Source: an optimization exercise on an open RTL-to-GDS flow (aim: small area). Production flows keep margins and buffers that such runs may drop. The RTL was checked by simulation tests, not by an equivalence proof against the original design. Power is estimated from default activity; no workload was simulated.

## job 3381
// execute_mc
module execute_mc #(
  parameter int N      = 64,
  parameter int MUL_EN = 1
) (
  input  logic         clk,
  input  logic         reset,
  input  logic         valid_E,
  input  logic         flush_E,
  input  logic         AluSrc,
  input  logic [3:0]   AluControl,
  input  logic         MulOp,
  input  logic [N-1:0] PC_E,
  input  logic [N-1:0] signImm_E,
  input  logic [N-1:0] readData1_E,
  input  logic [N-1:0] readData2_E,
  output logic         stall_E,
  output logic [N-1:0] PCBranch_M,
  output logic [N-1:0] aluResult_M,
  output logic [N-1:0] writeData_M,
  output logic         zero_M,
  output logic         valid_M
);
==> flow/config.mk <==
export PLATFORM = sky130hd
export DESIGN_NAME = execute_mc
export DESIGN_NICKNAME = execute_mc
export VERILOG_FILES = /design/flow/design.v
export SDC_FILE = /design/flow/constraint.sdc
export NUM_CORES = 4
export LEC_CHECK = 0
export CAP_MARGIN = 20
export CORE_AREA = 2 2 168 148
export DIE_AREA = 0 0 170 150
export PLACE_DENSITY = 0.8
export SLEW_MARGIN = 20
==> flow/constraint.sdc <==
create_clock -name core_clock -period 7.0 [get_ports {clk}]
set_input_delay 1.4000 -clock core_clock [delete_from_list [all_inputs] [get_ports {clk}]]
set_output_delay 1.4000 -clock core_clock [all_outputs]
set_load 0.01 [all_outputs]
standard.sh (not shown) runs the stock make flow with config.mk's settings and CLKGATE_MAP_FILE= SYNTH_SCRIPT=/design/flow/synth_recipe.tcl, a recipe that flattens the netlist after the stock synthesis.
==> flow/flow/run.sh <==
#!/bin/bash
# The standard layout (standard.sh) with these changes:
#  - synthesis maps the logic with an area-oriented ABC script (flow/abc_area.script, used
#    through ABC_AREA=1 on a copy of ORFS's scripts folder); registers are untouched;
#  - the port buffers are the smallest buffer cell, sky130_fd_sc_hd__buf_1;
#  - clock tree synthesis inserts no dummy loads (CTS_ARGS replaces its arguments).
set -euo pipefail
cd "$(dirname "$0")/.."
W=$PWD
rm -rf "$W/scripts_area"
cp -r "$FLOW_HOME/scripts" "$W/scripts_area"
cp "$W/flow/abc_area.script" "$W/scripts_area/abc_area.script"
export CTS_ARGS="-sink_clustering_enable -repair_clock_nets -sink_clustering_size 8 -sink_clustering_max_diameter 60 -buf_list sky130_fd_sc_hd__clkbuf_4 -dont_use_dummy_load"
export BUFFER_PORTS_ARGS="-buffer_cell sky130_fd_sc_hd__buf_1"
bash standard.sh SCRIPTS_DIR="$W/scripts_area" ABC_AREA=1 finish > standard_flow.log 2>&1
==> flow/flow/abc_area.script <==
strash
&get -n
&fraig -x
&put
scorr
dc2
dretime
strash
&get -n
&dch -f
&nf
&put
topo
stime -c
--- input diff job 3381..job 417 ---
-- flow/flow/run.sh --
<<< job 3381, line 2
# The standard layout (standard.sh) with these changes:
>>> job 417, line 2
# The standard layout (standard.sh) with two changes:
<<< job 3381, line 5
#  - the port buffers are the smallest buffer cell, sky130_fd_sc_hd__buf_1;
#  - clock tree synthesis inserts no dummy loads (CTS_ARGS replaces its arguments).
>>> job 417, line 5
#  - the port buffers are the smallest buffer cell, sky130_fd_sc_hd__buf_1.
<<< job 3381, line 13
export CTS_ARGS="-sink_clustering_enable -repair_clock_nets -sink_clustering_size 8 -sink_clustering_max_diameter 60 -buf_list sky130_fd_sc_hd__clkbuf_4 -dont_use_dummy_load"
>>> job 417, line 12
-- flow/config.mk --
<<< job 3381, line 9
export CORE_AREA = 2 2 168 148
export DIE_AREA = 0 0 170 150
export PLACE_DENSITY = 0.8
>>> job 417, line 9
export CORE_MARGIN = 2
export CORE_UTILIZATION = 50
export CTS_BUF_LIST = sky130_fd_sc_hd__clkbuf_16
export CTS_CLUSTER_DIAMETER = 80
export CTS_CLUSTER_SIZE = 50
### Flow results
Job 417 is listed as incomplete: the tool reported an error in I/O pin placement and the run ended there.
As far as number of synthesized flops with an enable pin goes, job 3381 and job 417 are indistinguishable; the numbers are identical.
Xor/xnor cell area share of the yosys netlist came out exactly the same in job 3381 and job 417.
From job 3381 to job 417 the numbers moved as follows: cell row count went down; fraction of registers with async set/reset comparable; vertical extent of the die moved down; sequential fraction of the synthesis area ~0 delta; share of synthesized cell area in full adder, half adder and majority cells was more or less identical.
Looking at die width across job 3381 and job 417, the one that comes out higher is job 3381.
Against job 3381 as the reference, job 417 delivers a higher effective utilization at floorplan.
Job 417 and job 3381 ended up with roughly the same synthesized area divided by synthesized cell count.
#### Input delta (job 290 over job 417)
-- flow/flow/run.sh --
<<< job 417, line 2
# The standard layout (standard.sh) with two changes:
>>> job 290, line 2
# The standard layout (standard.sh) with these changes:
<<< job 417, line 5
#  - the port buffers are the smallest buffer cell, sky130_fd_sc_hd__buf_1.
>>> job 290, line 5
#  - the port buffers are the smallest buffer cell, sky130_fd_sc_hd__buf_1;
#  - clock tree synthesis inserts no dummy loads (CTS_ARGS replaces its arguments).
<<< job 417, line 12
>>> job 290, line 13
export CTS_ARGS="-sink_clustering_enable -repair_clock_nets -sink_clustering_size 40 -sink_clustering_max_diameter 60 -buf_list sky130_fd_sc_hd__clkbuf_16 -dont_use_dummy_load"
-- flow/config.mk --
<<< job 417, line 9
export CORE_MARGIN = 2
export CORE_UTILIZATION = 50
export CTS_BUF_LIST = sky130_fd_sc_hd__clkbuf_16
export CTS_CLUSTER_DIAMETER = 80
export CTS_CLUSTER_SIZE = 50
>>> job 290, line 9
export CORE_AREA = 2 2 168 148
export DIE_AREA = 0 0 170 150
## What came out
Looking at the reports, job 290 completed the entire flow and the layout it produced met the timing, DRC and antenna checks. In job 290, row count is higher than in job 417. Initial core utilization sits lower in job 290 than in job 417. Sort job 417 and job 290 by die boundary width asc -> top: job 417.
The inputs of job 7456 differ from those of job 290 as listed below.
-- flow/flow/run.sh --
<<< job 290, line 13
export CTS_ARGS="-sink_clustering_enable -repair_clock_nets -sink_clustering_size 40 -sink_clustering_max_diameter 60 -buf_list sky130_fd_sc_hd__clkbuf_16 -dont_use_dummy_load"
>>> job 7456, line 13
export CTS_ARGS="-sink_clustering_enable -repair_clock_nets -sink_clustering_size 8 -sink_clustering_max_diameter 60 -buf_list sky130_fd_sc_hd__clkbuf_4 -dont_use_dummy_load"
--- outcome ---
Count of buffer and inverter cells on the critical path: job 7456 vs job 290 identical
Changes observed in job 7456 relative to job 290: internal power saw a decrease, delay of the slowest critical-path stage saw little to no change.
Utilization after layout in job 7456 is 0.61 points below job 290.
Highest layer used for signal routing = met4: job 7456; highest layer used for signal routing = met5: job 290
On number of global-route vias before repair, the higher figure sits with job 7456, not job 290.
Met3 capacity usage during global routing (lower): job 290
Changes observed in job 7456 relative to job 290: part of the total power dissipated in sequential elements rose 3.8 points, overall power after layout went down by 190 uW.
When job 7456 is measured against job 290, its global routing usage on met2 turns out 0.18 points higher.
Compared to job 290, the router laid down more metal wire for job 7456.
Row clock-buffer cell count: job 7456 higher / job 290 lower

========
execute_mc again, from the RTL that the note above started with.
## execute_mc
module execute_mc #(
  parameter int N      = 64,
  parameter int MUL_EN = 1
) (
  input  logic         clk,
  input  logic         reset,
  input  logic         valid_E,
  input  logic         flush_E,
  input  logic         AluSrc,
  input  logic [3:0]   AluControl,
  input  logic         MulOp,
  input  logic [N-1:0] PC_E,
  input  logic [N-1:0] signImm_E,
  input  logic [N-1:0] readData1_E,
  input  logic [N-1:0] readData2_E,
  output logic         stall_E,
  output logic [N-1:0] PCBranch_M,
  output logic [N-1:0] aluResult_M,
  output logic [N-1:0] writeData_M,
  output logic         zero_M,
  output logic         valid_M
);
export LEC_CHECK = 0
export CAP_MARGIN = 20
export CORE_AREA = 2 2 158 158
export DIE_AREA = 0 0 160 160
export SLEW_MARGIN = 20
create_clock -name core_clock -period 7.0 [get_ports {clk}]
==> flow/flow/run.sh <==
#!/bin/bash
# The standard layout (standard.sh) with these changes:
#  - synthesis maps the logic with an area-oriented ABC script (flow/abc_area.script, used
#    through ABC_AREA=1 on a copy of ORFS's scripts folder); registers are untouched;
#  - the port buffers are the smallest buffer cell, sky130_fd_sc_hd__buf_1;
#  - clock tree synthesis inserts no dummy loads (CTS_ARGS replaces its arguments);
#  - synthesis leaves adders to ABC (no full/half-adder cell extraction: ADDER_MAP_FILE empty).
set -euo pipefail
cd "$(dirname "$0")/.."
W=$PWD
rm -rf "$W/scripts_area"
cp -r "$FLOW_HOME/scripts" "$W/scripts_area"
cp "$W/flow/abc_area.script" "$W/scripts_area/abc_area.script"
export CTS_ARGS="-sink_clustering_enable -repair_clock_nets -sink_clustering_size 8 -sink_clustering_max_diameter 60 -buf_list sky130_fd_sc_hd__clkbuf_4 -dont_use_dummy_load"
export BUFFER_PORTS_ARGS="-buffer_cell sky130_fd_sc_hd__buf_1"
bash standard.sh SCRIPTS_DIR="$W/scripts_area" ABC_AREA=1 ADDER_MAP_FILE= finish > standard_flow.log 2>&1
Scripts as last shown in full above: flow/flow/abc_area.script
Rerun with:
==> flow/flow/run.sh (replaced) <==
#!/bin/bash
# The standard layout (standard.sh) with these changes:
#  - synthesis maps the logic with an area-oriented ABC script (flow/abc_area.script, used
#    through ABC_AREA=1 on a copy of ORFS's scripts folder); registers are untouched;
#  - the port buffers are the smallest buffer cell, sky130_fd_sc_hd__buf_1;
#  - clock tree synthesis inserts no dummy loads (CTS_ARGS replaces its arguments).
set -euo pipefail
cd "$(dirname "$0")/.."
W=$PWD
rm -rf "$W/scripts_area"
cp -r "$FLOW_HOME/scripts" "$W/scripts_area"
cp "$W/flow/abc_area.script" "$W/scripts_area/abc_area.script"
export CTS_ARGS="-sink_clustering_enable -repair_clock_nets -sink_clustering_size 10 -sink_clustering_max_diameter 30 -buf_list sky130_fd_sc_hd__clkbuf_4 -dont_use_dummy_load"
export BUFFER_PORTS_ARGS="-buffer_cell sky130_fd_sc_hd__buf_1"
bash standard.sh SCRIPTS_DIR="$W/scripts_area" ABC_AREA=1 finish > standard_flow.log 2>&1
CORE_AREA = 2 2 168 148   (was 2 2 158 158)
DIE_AREA = 0 0 170 150   (was 0 0 160 160)
What happened: Via count hardly moves; power rose by a few percent; setup slack gets better by 0.017 ns; clock skew went down by 0.032 ns; wire length rose by roughly a tenth.
Rerun with:
--- a/flow/flow/run.sh
+++ b/flow/flow/run.sh
@@ -11,5 +11,5 @@
 cp -r "$FLOW_HOME/scripts" "$W/scripts_area"
 cp "$W/flow/abc_area.script" "$W/scripts_area/abc_area.script"
-export CTS_ARGS="-sink_clustering_enable -repair_clock_nets -sink_clustering_size 10 -sink_clustering_max_diameter 30 -buf_list sky130_fd_sc_hd__clkbuf_4 -dont_use_dummy_load"
+export CTS_ARGS="-sink_clustering_enable -repair_clock_nets -sink_clustering_size 14 -sink_clustering_max_diameter 25 -buf_list sky130_fd_sc_hd__clkbuf_4 -dont_use_dummy_load"
 export BUFFER_PORTS_ARGS="-buffer_cell sky130_fd_sc_hd__buf_1"
 bash standard.sh SCRIPTS_DIR="$W/scripts_area" ABC_AREA=1 finish > standard_flow.log 2>&1
=> The changed run passed the timing, DRC and antenna checks; synthesized cell count stays the same; sequential share of layout area is lower by 0.19 points; final area came out higher by about 0.44%; critical path depth does not change; routed wire length stays flat; clock-buffer cell count rises by 6.
Rerun with:
==> flow/flow/run.sh (replaced) <==
#!/bin/bash
# The standard layout (standard.sh) with two changes:
#  - synthesis maps the logic with an area-oriented ABC script (flow/abc_area.script, used
#    through ABC_AREA=1 on a copy of ORFS's scripts folder); registers are untouched;
#  - the port buffers are the smallest buffer cell, sky130_fd_sc_hd__buf_1;
#  - clock tree synthesis inserts no dummy loads (CTS_ARGS replaces its arguments).
set -euo pipefail
cd "$(dirname "$0")/.."
W=$PWD
rm -rf "$W/scripts_area"
cp -r "$FLOW_HOME/scripts" "$W/scripts_area"
cp "$W/flow/abc_area.script" "$W/scripts_area/abc_area.script"
export CTS_ARGS="-sink_clustering_enable -repair_clock_nets -sink_clustering_size 40 -sink_clustering_max_diameter 60 -buf_list sky130_fd_sc_hd__clkbuf_16 -dont_use_dummy_load"
export BUFFER_PORTS_ARGS="-buffer_cell sky130_fd_sc_hd__buf_1"
bash standard.sh SCRIPTS_DIR="$W/scripts_area" ABC_AREA=1 finish > standard_flow.log 2>&1
Result: First-iteration DRC count shrinks by 6.0%; worst setup slack degrades by 0.16 ns; total power grows by 2.1%.

==> re-timing with driven ports <==
No port has a modelled driver above. Below, the same layouts with a new extraction and two added sets of constraints. Step 1, drivers: a clkbuf_16 drives clk and a buf_2 each remaining input, both assumed. Step 2, shift: input delay + t, output delay - t, t = (earliest + latest rising clock arrival at the registers) / 2. This alone moves slack from input paths to output paths. a / b / c = ideal / step 1 / step 2; a / b = the first two.
run	shift t [ns]	slack for setup (ns)	worst setup path after step 2	slew at the worst register clock pin (ns)	pins driven straight from the clock port
job 3381	0.710	1.268 / 1.272 / 0.562	input to register	0.10 / 0.10	1
job 290	0.516	1.120 / 1.094 / 0.578	input to register	0.12 / 0.12	1
job 7456	0.691	1.341 / 1.309 / 0.618	input to register	0.10 / 0.10	1
the first run of note 2	0.660	1.228 / 1.235 / 0.575	input to register	0.11 / 0.11	1
the second run of note 2	0.627	1.244 / 1.215 / 0.588	input to register	0.10 / 0.10	1
the third run of note 2	0.650	1.282 / 1.248 / 0.598	input to register	0.10 / 0.10	1
the fourth run of note 2	0.516	1.120 / 1.094 / 0.578	input to register	0.12 / 0.12	1
After both steps setup and hold are still met in every run listed. The setup slack of job 7456, which loses most, moves by -0.032 ns with the drivers and by -0.723 ns with both steps.
